This is an optimization exercise on Yosys and OpenROAD, whose aim is a short achievable clock period and few clock cycles, not a production implementation. In this exercise RTL edits were held to simulation tests only and were not proved equivalent to the original. No driver is modelled on the clock port, so clocking that relies on it looks cheaper here than on a real chip. Power is estimated from default activity; no workload was simulated.

## flow/run.sh

```bash
#!/bin/bash
set -euo pipefail
KNOBS=(SETUP_SLACK_MARGIN=7 TNS_END_PERCENT=10 MATCH_CELL_FOOTPRINT=0
       "BUFFER_PORTS_ARGS=-buffer_cell sky130_fd_sc_hd__buf_4")
CPUS=$(nproc 2>/dev/null || echo "${NUM_CORES:-8}")
bash standard.sh synth > log_1_synth.txt 2>&1
bash standard.sh "${KNOBS[@]}" floorplan > log_2_floorplan.txt 2>&1
bash standard.sh "${KNOBS[@]}" place > log_3_place.txt 2>&1
bash standard.sh "${KNOBS[@]}" cts > log_4_cts.txt 2>&1
bash standard.sh "${KNOBS[@]}" NUM_CORES="$CPUS" POST_GLOBAL_ROUTE_TCL="$PWD/flow/antenna_margin.tcl" \
    route > log_5_route.txt 2>&1
bash standard.sh "${KNOBS[@]}" NUM_CORES="$CPUS" finish > log_6_finish.txt 2>&1
```

## flow/antenna_margin.tcl

```tcl
# Run after global routing (ORFS's POST_GLOBAL_ROUTE hook), once ORFS's own
# antenna repair is done: add diodes also on nets within 25% of the antenna
# limit, so that detailed routing, which lengthens some wires, leaves no
# violation and the post-route antenna repair (a second detailed route) is
# not needed.
repair_antennas -ratio_margin 25 -iterations 3
check_placement -verbose
```

## standard.sh

```bash
#!/bin/bash
# synth_recipe.tcl (not shown) runs the flow's synth.tcl, then flattens the netlist and writes it again
# the make line also repeats each setting of config.mk as NAME=value (left out here)
make -C /OpenROAD-flow-scripts/flow DESIGN_CONFIG=/design/flow/config.mk WORK_HOME=/design/flow/orfs CLKGATE_MAP_FILE= SYNTH_SCRIPT=/design/flow/synth_recipe.tcl "${@:-finish}"
```

## config.mk

```make
export PLATFORM = sky130hd
export DESIGN_NAME = riscCore
export DESIGN_NICKNAME = riscCore
export VERILOG_FILES = /design/flow/design.v
export SDC_FILE = /design/flow/constraint.sdc
export NUM_CORES = 8
export LEC_CHECK = 0
export ABC_CLOCK_PERIOD_IN_PS = 1500
export CAP_MARGIN = 20
export CORE_MARGIN = 2
export CORE_UTILIZATION = 30
export SLEW_MARGIN = 20
```

## constraint.sdc

```tcl
create_clock -name core_clock -period 10.0 [get_ports {CLK}]
set_input_delay 2.0000 -clock core_clock [delete_from_list [all_inputs] [get_ports {CLK}]]
set_output_delay 2.0000 -clock core_clock [all_outputs]
set_load 0.01 [all_outputs]
```

## design.v

```verilog
`timescale 1ns/100ps
module riscCore (
    input  logic        CLK,
    input  logic        RST,
    output logic        wbCyc,
    output logic        wbStb,
    output logic        wbWe,
    output logic [63:0] wbAdr,
    output logic [63:0] wbDatOut,
    input  logic [63:0] wbDatIn,
    input  logic        wbAck
);
    localparam int cacheLines = 16;      
    localparam int pfDepth    = 12;      
    localparam int QUSE2   = 0;          
    localparam int QUSE1   = 1;          
    localparam int QWRITES = 2;          
    localparam int QALUWR  = 3;          
    localparam int QLUI    = 4;
    localparam int QBR     = 5;          
    localparam int QSD     = 6;
    localparam int QLD     = 7;
    localparam int QSUB    = 8;
    localparam int QOP     = 9;          
    localparam int QPRED   = 10;         
    localparam int QPC     = 11;         
    localparam int QIR     = 21;         
    localparam int QW      = 53;
    logic        lsValid;
    logic [8:0]  lsWord;
    logic [63:0] lsData;
    logic        oBusy;
    logic        oWe;
    logic [63:0] oAdr;
    logic [63:0] oDat;
    logic        bBusy;
    logic        bWe;
    logic [11:3] bAdr;
    logic [63:0] hAdr;        
    logic [63:0] hDat;        
    logic        bFetch;
    logic        bLoad;
    logic [4:0]  bRd;
    logic        sValid;
    logic        sWe;
    logic        sLoad;
    logic [4:0]  sRd;
    logic [63:0] sAdr;
    logic [63:0] sDat;
    logic [63:0] wData;       
    logic        wLoad;       
    logic        wFetch;      
    logic [8:0]  wWord;       
    logic [4:0]  wLdRd;
    logic [1:0]  wPred;       
    logic [9:0]  wNext [2];
    logic        wAlu   [2];  
    logic [4:0]  wAluRd [2];
    logic [63:0] exRes  [2];
    logic [31:0] wEnAlu [2];  
    logic [31:0] wEnLd;       
    logic [63:0] cData  [cacheLines];
    logic [4:0]  cTag   [cacheLines];
    logic [9:0]  cNext0 [cacheLines];
    logic [9:0]  cNext1 [cacheLines];
    logic [1:0]  cPred  [cacheLines];
    logic [cacheLines-1:0] cValid;
    logic [cacheLines-1:0] wLineEn;    
    logic [11:2] fpc;
    logic [8:0]  pfp;         
    logic        fbValid;     
    logic        fbTwo;       
    logic [31:0] fbIns  [2];
    logic        fbPred [2];
    logic [9:0]  fbPc;
    logic [QW-1:0] q [4];
    logic [3:0]  qv;          
    logic [31:0] qSel1 [2];   
    logic [31:0] qSel2 [2];   
    logic        rValid [2];
    logic        rAluWr [2];
    logic        rLd    [2];
    logic        rSt    [2];
    logic        rBr    [2];
    logic        rBne   [2];
    logic        rSub   [2];
    logic        rOp    [2];
    logic        rPred  [2];
    logic        rUse1  [2];
    logic        rUse2  [2];
    logic [4:0]  rRd    [2];
    logic [4:0]  rRs1   [2];
    logic [4:0]  rRs2   [2];
    logic [63:0] rA     [2];   
    logic [63:0] rB     [2];   
    logic [63:0] rImm   [2];
    logic [11:2] rAlt   [2];   
    logic        eValid [2];
    logic        eAluWr [2];
    logic        eLd    [2];
    logic        eSt    [2];
    logic        eBr    [2];
    logic        eBne   [2];
    logic        eSub   [2];
    logic        ePred  [2];
    logic [4:0]  eRd    [2];
    logic [63:0] eA     [2];   
    logic [63:0] eB     [2];   
    logic [63:0] eOpB   [2];   
    logic [11:2] eAlt   [2];
    logic [63:0] rf [32];
    logic [31:0] rfOk;         
    function automatic logic [31:0] onehot(input logic [4:0] r);
        onehot = 32'd1 << r;
    endfunction
    assign wbCyc    = oBusy;
    assign wbStb    = oBusy;
    assign wbWe     = oWe;
    assign wbAdr    = oAdr;
    assign wbDatOut = oDat;
    logic [31:0] iIns  [2];
    logic [1:0]  iPred;
    logic [9:0]  iNext [2];
    always_comb begin
        for (int h = 0; h < 2; h++) begin
            iIns[h]  = wbDatIn[32*h +: 32];
            iPred[h] = iIns[h][6:0] == 7'b1100011 && iIns[h][14:13] == 2'b00 &&
                       (iIns[h][31] || ((iIns[h][19:15] == iIns[h][24:20]) ^ iIns[h][12]));
            iNext[h] = {bAdr[11:3], 1'(h)} + (iPred[h] ? {iIns[h][7], iIns[h][30:25], iIns[h][11:9]} : 10'd1);
        end
    end
    logic [3:0]  fIdx;
    logic        cHit;
    logic        byHit;
    logic        fHit;
    logic [63:0] fWord;
    logic [1:0]  fPredW;
    logic [9:0]  fNextW [2];
    logic [31:0] gIns   [2];
    logic        gPred  [2];
    logic        g1Ok;        
    logic [11:2] fNext1;      
    logic [11:2] fNext2;      
    assign fIdx  = fpc[6:3];
    assign cHit  = cValid[fIdx] && cTag[fIdx] == fpc[11:7];
    assign byHit = wFetch && wWord == fpc[11:3];
    assign fHit  = cHit || byHit;
    always_comb begin
        if (byHit) begin
            fWord     = wData;
            fPredW    = wPred;
            fNextW[0] = wNext[0];
            fNextW[1] = wNext[1];
        end else begin
            fWord     = cData[fIdx];
            fPredW    = cPred[fIdx];
            fNextW[0] = cNext0[fIdx];
            fNextW[1] = cNext1[fIdx];
        end
        gIns[0]  = fpc[2] ? fWord[63:32] : fWord[31:0];
        gPred[0] = fpc[2] ? fPredW[1] : fPredW[0];
        gIns[1]  = fWord[63:32];
        gPred[1] = fPredW[1];
        g1Ok     = !fpc[2] && !fPredW[0];
        fNext1   = fpc[2] ? fNextW[1] : fNextW[0];
        fNext2   = fNextW[1];
    end
    logic [QW-1:0] g [2];
    always_comb begin
        for (int j = 0; j < 2; j++) begin
            logic [31:0] w;
            logic        op;
            logic        addi;
            logic        ld;
            logic        sd;
            logic        br;
            logic        lui;
            w    = fbIns[j];
            op   = w[6:0] == 7'b0110011 && w[14:12] == 3'b000 &&
                   (w[31:25] == 7'b0000000 || w[31:25] == 7'b0100000);
            addi = w[6:0] == 7'b0010011 && w[14:12] == 3'b000;
            ld   = w[6:0] == 7'b0000011 && w[14:12] == 3'b011;
            sd   = w[6:0] == 7'b0100011 && w[14:12] == 3'b011;
            br   = w[6:0] == 7'b1100011 && w[14:13] == 2'b00;
            lui  = w[6:0] == 7'b0110111;
            g[j][QIR +: 32] = w;
            g[j][QPC +: 10] = j == 0 ? fbPc : {fbPc[9:1], 1'b1};
            g[j][QPRED]     = fbPred[j];
            g[j][QOP]       = op;
            g[j][QSUB]      = op && w[30];
            g[j][QLD]       = ld;
            g[j][QSD]       = sd;
            g[j][QBR]       = br;
            g[j][QLUI]      = lui;
            g[j][QALUWR]    = (op || addi || lui) && w[11:7] != 5'd0;
            g[j][QWRITES]   = (op || addi || lui || ld) && w[11:7] != 5'd0;
            g[j][QUSE1]     = (op || addi || ld || sd || br) && w[19:15] != 5'd0;
            g[j][QUSE2]     = (op || sd || br) && w[24:20] != 5'd0;
        end
    end
    logic [4:0]  rd     [2];
    logic [4:0]  rs1    [2];     
    logic [4:0]  rs2    [2];
    logic [63:0] imm    [2];
    logic [63:0] rd1    [2];
    logic [63:0] rd2    [2];
    logic [63:0] rf1    [2];
    logic [63:0] rf2    [2];
    logic        hazard [2];
    logic        rLdPend [2];
    logic        eLdPend [2];
    logic        sLdPend;
    logic        bLdPend;
    assign rLdPend[0] = rValid[0] && rLd[0] && rRd[0] != 5'd0;
    assign rLdPend[1] = rValid[1] && rLd[1] && rRd[1] != 5'd0;
    assign eLdPend[0] = eValid[0] && eLd[0] && eRd[0] != 5'd0;
    assign eLdPend[1] = eValid[1] && eLd[1] && eRd[1] != 5'd0;
    assign sLdPend    = sValid && sLoad && sRd != 5'd0;
    assign bLdPend    = bBusy && bLoad && bRd != 5'd0;
    always_comb begin
        for (int j = 0; j < 2; j++) begin
            logic [4:0] p [6];
            logic       pv [6];
            rd[j]  = q[j][QIR+11:QIR+7];
            rs1[j] = q[j][QIR+19:QIR+15];
            rs2[j] = q[j][QIR+24:QIR+20];
            if (q[j][QLUI])     imm[j] = {{32{q[j][QIR+31]}}, q[j][QIR+31:QIR+12], 12'b0};
            else if (q[j][QSD]) imm[j] = {{52{q[j][QIR+31]}}, q[j][QIR+31:QIR+25], q[j][QIR+11:QIR+7]};
            else                imm[j] = {{52{q[j][QIR+31]}}, q[j][QIR+31:QIR+20]};
            rf1[j] = '0;
            rf2[j] = '0;
            for (int i = 1; i < 32; i++) begin
                rf1[j] = rf1[j] | (rf[i] & {64{qSel1[j][i] && rfOk[i]}});
                rf2[j] = rf2[j] | (rf[i] & {64{qSel2[j][i] && rfOk[i]}});
            end
            rd1[j] = (wAlu[0] && wAluRd[0] == rs1[j]) ? exRes[0] :
                     (wAlu[1] && wAluRd[1] == rs1[j]) ? exRes[1] :
                     (wLoad && wLdRd == rs1[j]) ? wData : rf1[j];
            rd2[j] = (wAlu[0] && wAluRd[0] == rs2[j]) ? exRes[0] :
                     (wAlu[1] && wAluRd[1] == rs2[j]) ? exRes[1] :
                     (wLoad && wLdRd == rs2[j]) ? wData : rf2[j];
            p[0] = rRd[0]; pv[0] = rLdPend[0];
            p[1] = rRd[1]; pv[1] = rLdPend[1];
            p[2] = eRd[0]; pv[2] = eLdPend[0];
            p[3] = eRd[1]; pv[3] = eLdPend[1];
            p[4] = sRd;    pv[4] = sLdPend;
            p[5] = bRd;    pv[5] = bLdPend;
            hazard[j] = 1'b0;
            for (int k = 0; k < 6; k++) begin
                if (pv[k] && ((q[j][QUSE1] && p[k] == rs1[j]) || (q[j][QUSE2] && p[k] == rs2[j]) ||
                              (q[j][QWRITES] && p[k] == rd[j])))
                    hazard[j] = 1'b1;
            end
        end
    end
    logic [64:0] sum65 [2];
    logic [63:0] sum   [2];
    logic        eq    [2];
    logic        wrong [2];
    always_comb begin
        for (int l = 0; l < 2; l++) begin
            sum65[l] = {eA[l], 1'b1} + {eOpB[l], eSub[l]};
            sum[l]   = sum65[l][64:1];
            eq[l]    = eA[l] == eB[l];
            wrong[l] = eValid[l] && eBr[l] && (eq[l] ^ eBne[l] ^ ePred[l]);
        end
    end
    logic        mispred;     
    logic [11:2] redirect;
    logic        kill1;       
    logic        eMemAny;
    logic        eMemL1;      
    logic        ldHit;       
    logic        eTake;       
    logic        eIssue;      
    logic        eDone;       
    logic        eReqWe;
    logic        eReqLd;
    logic [4:0]  eReqRd;
    logic [63:0] eReqAdr;
    logic [63:0] eReqDat;
    logic        ldHitWr [2];
    assign kill1    = wrong[0];
    assign mispred  = wrong[0] || wrong[1];
    assign redirect = wrong[0] ? eAlt[0] : eAlt[1];
    assign eMemAny  = (eValid[0] && (eLd[0] || eSt[0])) || (eValid[1] && (eLd[1] || eSt[1]));
    assign eMemL1   = eValid[1] && (eLd[1] || eSt[1]);
    assign eReqWe   = eMemL1 ? eSt[1] : eSt[0];
    assign eReqLd   = eMemL1 ? eLd[1] : eLd[0];
    assign eReqRd   = eMemL1 ? eRd[1] : eRd[0];
    assign eReqAdr  = eMemL1 ? sum[1] : sum[0];
    assign eReqDat  = eMemL1 ? eB[1] : eB[0];
    assign ldHit    = eReqLd && lsValid && lsWord == eReqAdr[11:3];
    assign eTake    = eMemAny && !sValid;
    assign eIssue   = eTake && !ldHit;
    assign eDone    = !(eMemAny && sValid);
    assign ldHitWr[0] = eLd[0] && eRd[0] != 5'd0;
    assign ldHitWr[1] = eLd[1] && eRd[1] != 5'd0;
    always_ff @(posedge CLK, posedge RST) begin
        if (RST) begin
            lsValid <= 1'b0;
        end else if (eTake && eReqWe) begin
            lsValid <= 1'b1;
        end
    end
    always_ff @(posedge CLK) begin
        if (eTake && eReqWe) begin
            lsWord <= eReqAdr[11:3];
            lsData <= eReqDat;
        end
    end
    logic [63:0] rAw   [2];
    logic [63:0] rBw   [2];
    logic [63:0] nA    [2];
    logic [63:0] nB    [2];
    always_comb begin
        for (int j = 0; j < 2; j++) begin
            logic [1:0] w1;
            logic [1:0] w2;
            logic [1:0] f1;
            logic [1:0] f2;
            for (int l = 0; l < 2; l++) begin
                w1[l] = rUse1[j] && wAlu[l] && wAluRd[l] == rRs1[j];
                w2[l] = rUse2[j] && wAlu[l] && wAluRd[l] == rRs2[j];
                f1[l] = rUse1[j] && eValid[l] && eAluWr[l] && eRd[l] == rRs1[j];
                f2[l] = rUse2[j] && eValid[l] && eAluWr[l] && eRd[l] == rRs2[j];
            end
            rAw[j] = w1[0] ? exRes[0] : w1[1] ? exRes[1] : rA[j];
            rBw[j] = w2[0] ? exRes[0] : w2[1] ? exRes[1] : rB[j];
            nA[j]  = f1[0] ? sum[0] : f1[1] ? sum[1] : rAw[j];
            nB[j]  = f2[0] ? sum[0] : f2[1] ? sum[1] : rBw[j];
        end
    end
    logic iss0;
    logic iss1;
    logic pairOk;
    logic r2Free;
    logic push;               
    logic fAdv;               
    assign pairOk = !((q[0][QLD] || q[0][QSD]) && (q[1][QLD] || q[1][QSD])) &&
                    !(q[0][QBR] && (q[1][QLD] || q[1][QSD])) &&
                    !(q[0][QWRITES] && ((q[1][QUSE1] && rd[0] == rs1[1]) ||
                                        (q[1][QUSE2] && rd[0] == rs2[1]) || rd[0] == rd[1]));
    assign r2Free = eDone || !rValid[0];
    assign iss0   = qv[0] && !hazard[0] && r2Free;
    assign iss1   = iss0 && qv[1] && !hazard[1] && pairOk;
    assign push   = fbValid && !qv[2];
    assign fAdv   = fHit && (!fbValid || push);
    logic       busFree;
    logic [8:0] fWordAdr;
    logic       demand;
    logic [8:0] pDist;
    logic       pBehind;      
    logic       pPresent;
    logic       prefetch;
    logic       nBusy;
    logic       nWe;
    logic [63:0] nAdr;
    logic [63:0] nDat;
    assign busFree  = !bBusy || wbAck;
    assign fWordAdr = fpc[11:3];
    assign demand   = !fHit && !(bBusy && bFetch && bAdr[11:3] == fWordAdr);
    assign pDist    = pfp - fWordAdr;
    assign pBehind  = pDist == 9'd0 || pDist > 9'(pfDepth);
    assign pPresent = (cValid[pfp[3:0]] && cTag[pfp[3:0]] == pfp[8:4]) ||
                      (bBusy && bFetch && bAdr[11:3] == pfp) ||
                      (wFetch && wWord == pfp);
    assign prefetch = !pBehind && !pPresent;
    always_comb begin
        nBusy = sValid || eIssue || (!eTake && (demand || prefetch));
        if (sValid) begin
            nWe  = sWe;
            nAdr = sAdr;
            nDat = sDat;
        end else if (eTake) begin
            nWe  = eReqWe;
            nAdr = eReqAdr;
            nDat = eReqDat;
        end else begin
            nWe  = 1'b0;
            nAdr = {52'b0, demand ? fWordAdr : pfp, 3'b0};
            nDat = sDat;
        end
    end
    always_ff @(posedge CLK, posedge RST) begin
        if (RST) begin
            oBusy  <= 1'b0;
            bBusy  <= 1'b0;
            bWe    <= 1'b0;
            bAdr   <= '0;
            sValid <= 1'b0;
            wFetch <= 1'b0;
            wLoad  <= 1'b0;
            pfp    <= 9'd1;
        end else begin
            wFetch <= bBusy && wbAck && bFetch;
            wLoad  <= bBusy && wbAck && bLoad && bRd != 5'd0;
            if (busFree) oBusy <= nBusy;
            bBusy <= !busFree || nBusy;
            if (busFree) begin
                bWe    <= nWe;
                bAdr   <= nAdr[11:3];
                sValid <= 1'b0;
            end else begin
                sValid <= sValid || eIssue;
            end
            if (pBehind) begin
                pfp <= fWordAdr + 9'd1;
            end else if (pDist != 9'(pfDepth) &&
                         (pPresent || (busFree && !sValid && !eTake && !demand))) begin
                pfp <= pfp + 9'd1;
            end
        end
    end
    always_ff @(posedge CLK) begin
        wData    <= wbDatIn;
        wWord    <= bAdr[11:3];
        wLdRd    <= bRd;
        wPred    <= iPred;
        wNext[0] <= iNext[0];
        wNext[1] <= iNext[1];
        oWe  <= busFree ? nWe : bWe;
        oAdr <= busFree ? nAdr : hAdr;
        oDat <= busFree ? nDat : hDat;
        if (busFree) begin
            hAdr   <= nAdr;
            hDat   <= nDat;
            bFetch <= !sValid && !eTake;
            bLoad  <= sValid ? sLoad : eTake && eReqLd;
            bRd    <= sValid ? sRd : eReqRd;
        end
        if (eTake) begin
            sWe   <= eReqWe;
            sLoad <= eReqLd;
            sRd   <= eReqRd;
            sAdr  <= eReqAdr;
            sDat  <= eReqDat;
        end
    end
    logic       stSeen;      
    always_ff @(posedge CLK, posedge RST) begin
        if (RST) begin
            cValid  <= '0;
            wLineEn <= '0;
            stSeen  <= 1'b0;
        end else begin
            cValid <= cValid | wLineEn;
            if (stSeen && cTag[wWord[3:0]] == wWord[8:4]) cValid[wWord[3:0]] <= 1'b0;
            stSeen <= bBusy && bWe;
            for (int i = 0; i < cacheLines; i++)
                wLineEn[i] <= bBusy && wbAck && bFetch && bAdr[6:3] == 4'(i);
        end
    end
    always_ff @(posedge CLK) begin
        for (int i = 0; i < cacheLines; i++) begin
            if (wLineEn[i]) begin
                cData[i]  <= wData;
                cTag[i]   <= wWord[8:4];
                cNext0[i] <= wNext[0];
                cNext1[i] <= wNext[1];
                cPred[i]  <= wPred;
            end
        end
    end
    logic [QW-1:0] qn0 [4];      
    logic [QW-1:0] qn1 [4];      
    logic [QW-1:0] qn2 [4];      
    logic [3:0]    qvn0;
    logic [3:0]    qvn1;
    logic [3:0]    qvn2;
    logic [5:0]    qvx;          
    logic [1:0]    pushN;        
    assign qvx   = {2'b00, qv};
    assign pushN = {push && fbTwo, push};
    always_comb begin
        for (int i = 0; i < 4; i++) begin
            qn0[i] = q[i];
            if (i == 0 ? !qv[0] : (qv[i - 1] && !qv[i]))      qn0[i] = g[0];
            else if (i >= 1 && !qv[i - 1])                      qn0[i] = g[1];
            qvn0[i] = qv[i] || (i == 0 ? pushN[0] : (qv[i - 1] ? pushN[0] :
                                (i >= 2 ? qv[i - 2] && pushN[1] : pushN[1])));
            qn1[i] = q[(i + 1) % 4];
            if (!qvx[i + 1] && qvx[i])                          qn1[i] = g[0];
            else if (!qvx[i])                                   qn1[i] = g[1];
            qvn1[i] = qvx[i + 1] || (qvx[i] ? pushN[0] : (i >= 1 ? qvx[i - 1] && pushN[1] : pushN[1]));
            qn2[i] = q[(i + 2) % 4];
            if (!qvx[i + 2] && qvx[i + 1])                      qn2[i] = g[0];
            else if (!qvx[i + 1])                               qn2[i] = g[1];
            qvn2[i] = qvx[i + 2] || (qvx[i + 1] ? pushN[0] : qvx[i] && pushN[1]);
        end
    end
    always_ff @(posedge CLK, posedge RST) begin
        if (RST) begin
            fpc     <= '0;
            qv      <= '0;
            fbValid <= 1'b0;
        end else if (mispred) begin
            fpc     <= redirect;
            qv      <= '0;
            fbValid <= 1'b0;
        end else begin
            if (fAdv) fpc <= g1Ok ? fNext2 : fNext1;
            if (fAdv)      fbValid <= 1'b1;
            else if (push) fbValid <= 1'b0;
            if (iss1)      qv <= qvn2;
            else if (iss0) qv <= qvn1;
            else           qv <= qvn0;
        end
    end
    always_ff @(posedge CLK) begin
        if (fAdv) begin
            fbIns[0]  <= gIns[0];
            fbIns[1]  <= gIns[1];
            fbPred[0] <= gPred[0];
            fbPred[1] <= gPred[1];
            fbPc      <= fpc;
            fbTwo     <= g1Ok;
        end
        for (int i = 0; i < 4; i++) begin
            if (iss1)      q[i] <= qn2[i];
            else if (iss0) q[i] <= qn1[i];
            else           q[i] <= qn0[i];
        end
        for (int i = 0; i < 2; i++) begin
            if (iss1) begin
                qSel1[i] <= onehot(qn2[i][QIR+19:QIR+15]);
                qSel2[i] <= onehot(qn2[i][QIR+24:QIR+20]);
            end else if (iss0) begin
                qSel1[i] <= onehot(qn1[i][QIR+19:QIR+15]);
                qSel2[i] <= onehot(qn1[i][QIR+24:QIR+20]);
            end else begin
                qSel1[i] <= onehot(qn0[i][QIR+19:QIR+15]);
                qSel2[i] <= onehot(qn0[i][QIR+24:QIR+20]);
            end
        end
    end
    always_ff @(posedge CLK, posedge RST) begin
        if (RST) begin
            rValid[0] <= 1'b0;
            rValid[1] <= 1'b0;
            eValid[0] <= 1'b0;
            eValid[1] <= 1'b0;
            wAlu[0]   <= 1'b0;
            wAlu[1]   <= 1'b0;
            wEnAlu[0] <= '0;
            wEnAlu[1] <= '0;
            wEnLd     <= '0;
        end else begin
            if (r2Free) begin
                rValid[0] <= iss0 && !mispred;
                rValid[1] <= iss1 && !mispred;
            end else if (mispred) begin
                rValid[0] <= 1'b0;
                rValid[1] <= 1'b0;
            end
            if (eDone) begin
                eValid[0] <= rValid[0] && !mispred;
                eValid[1] <= rValid[1] && !mispred;
            end
            wAlu[0] <= eValid[0] && (eAluWr[0] || ldHitWr[0]) && eDone;
            wAlu[1] <= eValid[1] && (eAluWr[1] || ldHitWr[1]) && eDone && !kill1;
            for (int i = 0; i < 32; i++) begin
                wEnAlu[0][i] <= eValid[0] && (eAluWr[0] || ldHitWr[0]) && eDone && eRd[0] == 5'(i);
                wEnAlu[1][i] <= eValid[1] && (eAluWr[1] || ldHitWr[1]) && eDone && !kill1 &&
                                eRd[1] == 5'(i);
                wEnLd[i]     <= bBusy && wbAck && bLoad && bRd == 5'(i) && i != 0;
            end
        end
    end
    always_ff @(posedge CLK) begin
        for (int j = 0; j < 2; j++) begin
            if (r2Free) begin
                rAluWr[j] <= q[j][QALUWR];
                rLd[j]    <= q[j][QLD];
                rSt[j]    <= q[j][QSD];
                rBr[j]    <= q[j][QBR];
                rBne[j]   <= q[j][QIR+12];
                rSub[j]   <= q[j][QSUB];
                rOp[j]    <= q[j][QOP];
                rPred[j]  <= q[j][QPRED];
                rUse1[j]  <= q[j][QUSE1];
                rUse2[j]  <= q[j][QUSE2];
                rRd[j]    <= rd[j];
                rRs1[j]   <= rs1[j];
                rRs2[j]   <= rs2[j];
                rA[j]     <= q[j][QUSE1] ? rd1[j] : 64'd0;
                rB[j]     <= q[j][QUSE2] ? rd2[j] : 64'd0;
                rImm[j]   <= imm[j];
                rAlt[j]   <= q[j][QPRED] ? q[j][QPC +: 10] + 10'd1 :
                             q[j][QPC +: 10] + {q[j][QIR+7], q[j][QIR+30:QIR+25], q[j][QIR+11:QIR+9]};
            end else begin
                rA[j] <= rAw[j];
                rB[j] <= rBw[j];
            end
            if (eDone) begin
                eAluWr[j] <= rAluWr[j];
                eLd[j]    <= rLd[j];
                eSt[j]    <= rSt[j];
                eBr[j]    <= rBr[j];
                eBne[j]   <= rBne[j];
                eSub[j]   <= rSub[j];
                ePred[j]  <= rPred[j];
                eRd[j]    <= rRd[j];
                eA[j]     <= nA[j];
                eB[j]     <= nB[j];
                eOpB[j]   <= rOp[j] ? (nB[j] ^ {64{rSub[j]}}) : rImm[j];
                eAlt[j]   <= rAlt[j];
            end
        end
        for (int l = 0; l < 2; l++) begin
            if (eValid[l] && (eAluWr[l] || eLd[l]) && eDone) begin
                exRes[l]  <= eLd[l] ? lsData : sum[l];
                wAluRd[l] <= eRd[l];
            end
        end
    end
    always_ff @(posedge CLK, posedge RST) begin
        if (RST) begin
            rfOk <= '0;
        end else begin
            rfOk <= (rfOk | wEnAlu[0] | wEnAlu[1] | wEnLd) & 32'hffff_fffe;
        end
    end
    always_ff @(posedge CLK) begin
        for (int i = 1; i < 32; i++) begin
            if (wEnAlu[1][i])      rf[i] <= exRes[1];
            else if (wEnAlu[0][i]) rf[i] <= exRes[0];
            else if (wEnLd[i])     rf[i] <= wData;
        end
    end
endmodule
```

==> results.yml <==
outcome:
  status: "aborted with a tool error"
  stop_stage: "5_1_grt"
  error_message: "[ERROR GRT-0232] Routing congestion too high. Check the congestion heatmap in the GUI."
synthesis:
  synth-adder-area-share_pct: 0.7434
  yosys.area.top_type_share_pct: 44.04
  mappedNetlistArea_um2: 309000
  synth_top_family_by_area: "compound AO/OA/AOI/OAI gates"
  sequential_element_share_of_the_synthesized_area_pct: 50.17
  synth-xor-area-share_pct: 2.198
  yosysWarnings: 82
  synthSimpleGateAreaFrac_pct: 10.69
  synthesized_instance_count: 30300
  compound_cell_area_share_of_the_yosys_netlist_pct: 21.98
  synth_edf_count: 4532
  post_synth_num_cell_types: 116
  ys.flop_type: "edfxtp_1"
  post_synth.cell_area_avg_um2: 10.20
  synth-seq-cells: 5428
  synthesis.nets: 30550
  synth.mux.area_fraction_pct: 9.829
  yosys-top-cells-area: "edfxtp_1 (44%), mux2i_1 (8.7%), o21ai_0 (5.2%)"
  synthArstFlopShare_pct: 3.740
  synth_top_cell_by_area: "edfxtp_1"
grt:
  grt_use_total_pct: 46.19
  grt_max_degree: 162
  grt_remaining_overflow: 1
clock_tree:
  clkSinkCount: 5428
  numCtsBuffers: 640
  cts-root-to-sink-buffers: 5
  htree_levels: 6
  clk_root_buffer_cell: "clkbuf_16"
die:
  die_y_mm: 1.019
  placement_rows: 372
  floorplan.io_pins: 198
  floorplan.initialDensity_pct: 30.11
  die_x_mm: 1.019
place:
  hpwlAfterDp_mm: 1374
  port-buffer-count: 197
  total_placed_cells_including_tap_cells: 41970
  placer_s_final_routability_congestion_estimate: 1.086
-- kinds of logic after synthesis --
logic type,Yosys count
xor+xnor,773
simple gates,7401
flops,5428
mux,2978
fa+ha+maj,180
compound gates,10000
buf+inv,3539
-- what timing repair did --
item,4_1_cts
setup endpoints to repair,3540
gates cloned,131
hold buffers,0
setup buffers,643
pin swaps,399
gates resized for setup,1595
-- how the worst min path moves through the flow --
stage	startpoint	to	slack [ns]
after floorplan	bRd[0]	wLdRd[0]	0.34
after global placement	rPred[0]	ePred[0]	0.40
after detailed placement	rBne[1]	eBne[1]	0.40
after CTS	rAlt[0][10]	eAlt[0][10]	0.40
-- power by group through the flow --
stage               clock [mW]  combinational [mW]  sequential (mW)
CTS                       24.2                49.5             32.7
floorplan                    0                21.8             31.4
detailed placement           0                43.7             33.2
global placement             0                43.7             33.1
-- through the flow --
step	cell area, um2	setup slack (ns)
2_1_floorplan	309100	2.285
3_3_place_gp	326600	3.423
3_5_place_dp	326900	3.984
4_1_cts	362500	5.861
-- per-layer routing --
metal	track usage, %	overflow
met2	56.85	1
met4	39.43	0
met5	20.18	0
met3	34.08	0
met1	49.84	0
-- synth_stat cells (21+ instances only) --
library cell  count
or2_2            55
a31oi_1          85
buf_2           166
a211oi_1        118
nand3_1         547
nand2b_1         69
o21ai_0        3214
clkbuf_1       2533
or3_1            67
buf_4            21
a21o_1          112
xnor2_1         306
xor2_1          464
nor3_1          569
a22o_1         1226
buf_1           688
nand4_1         744
and3_1           51
o211ai_1         53
a222oi_1        277
mux2_2          280
o221ai_1         31
mux2i_1        2679
o21bai_1         38
and2_1          179
ha_1            174
nand2_1        3637
nor4_1          130
o22ai_1         259
a22oi_1        2030
inv_1           125
edfxtp_1       4532
dfxtp_1         693
nor2_1         1188
dfrtp_1         202
o21a_1           42
a21oi_1        1106
nor2b_1          72
a221oi_1       1112
o31ai_1          57
Testbench counts, summed over its fixed seeds: cycles 5,179.
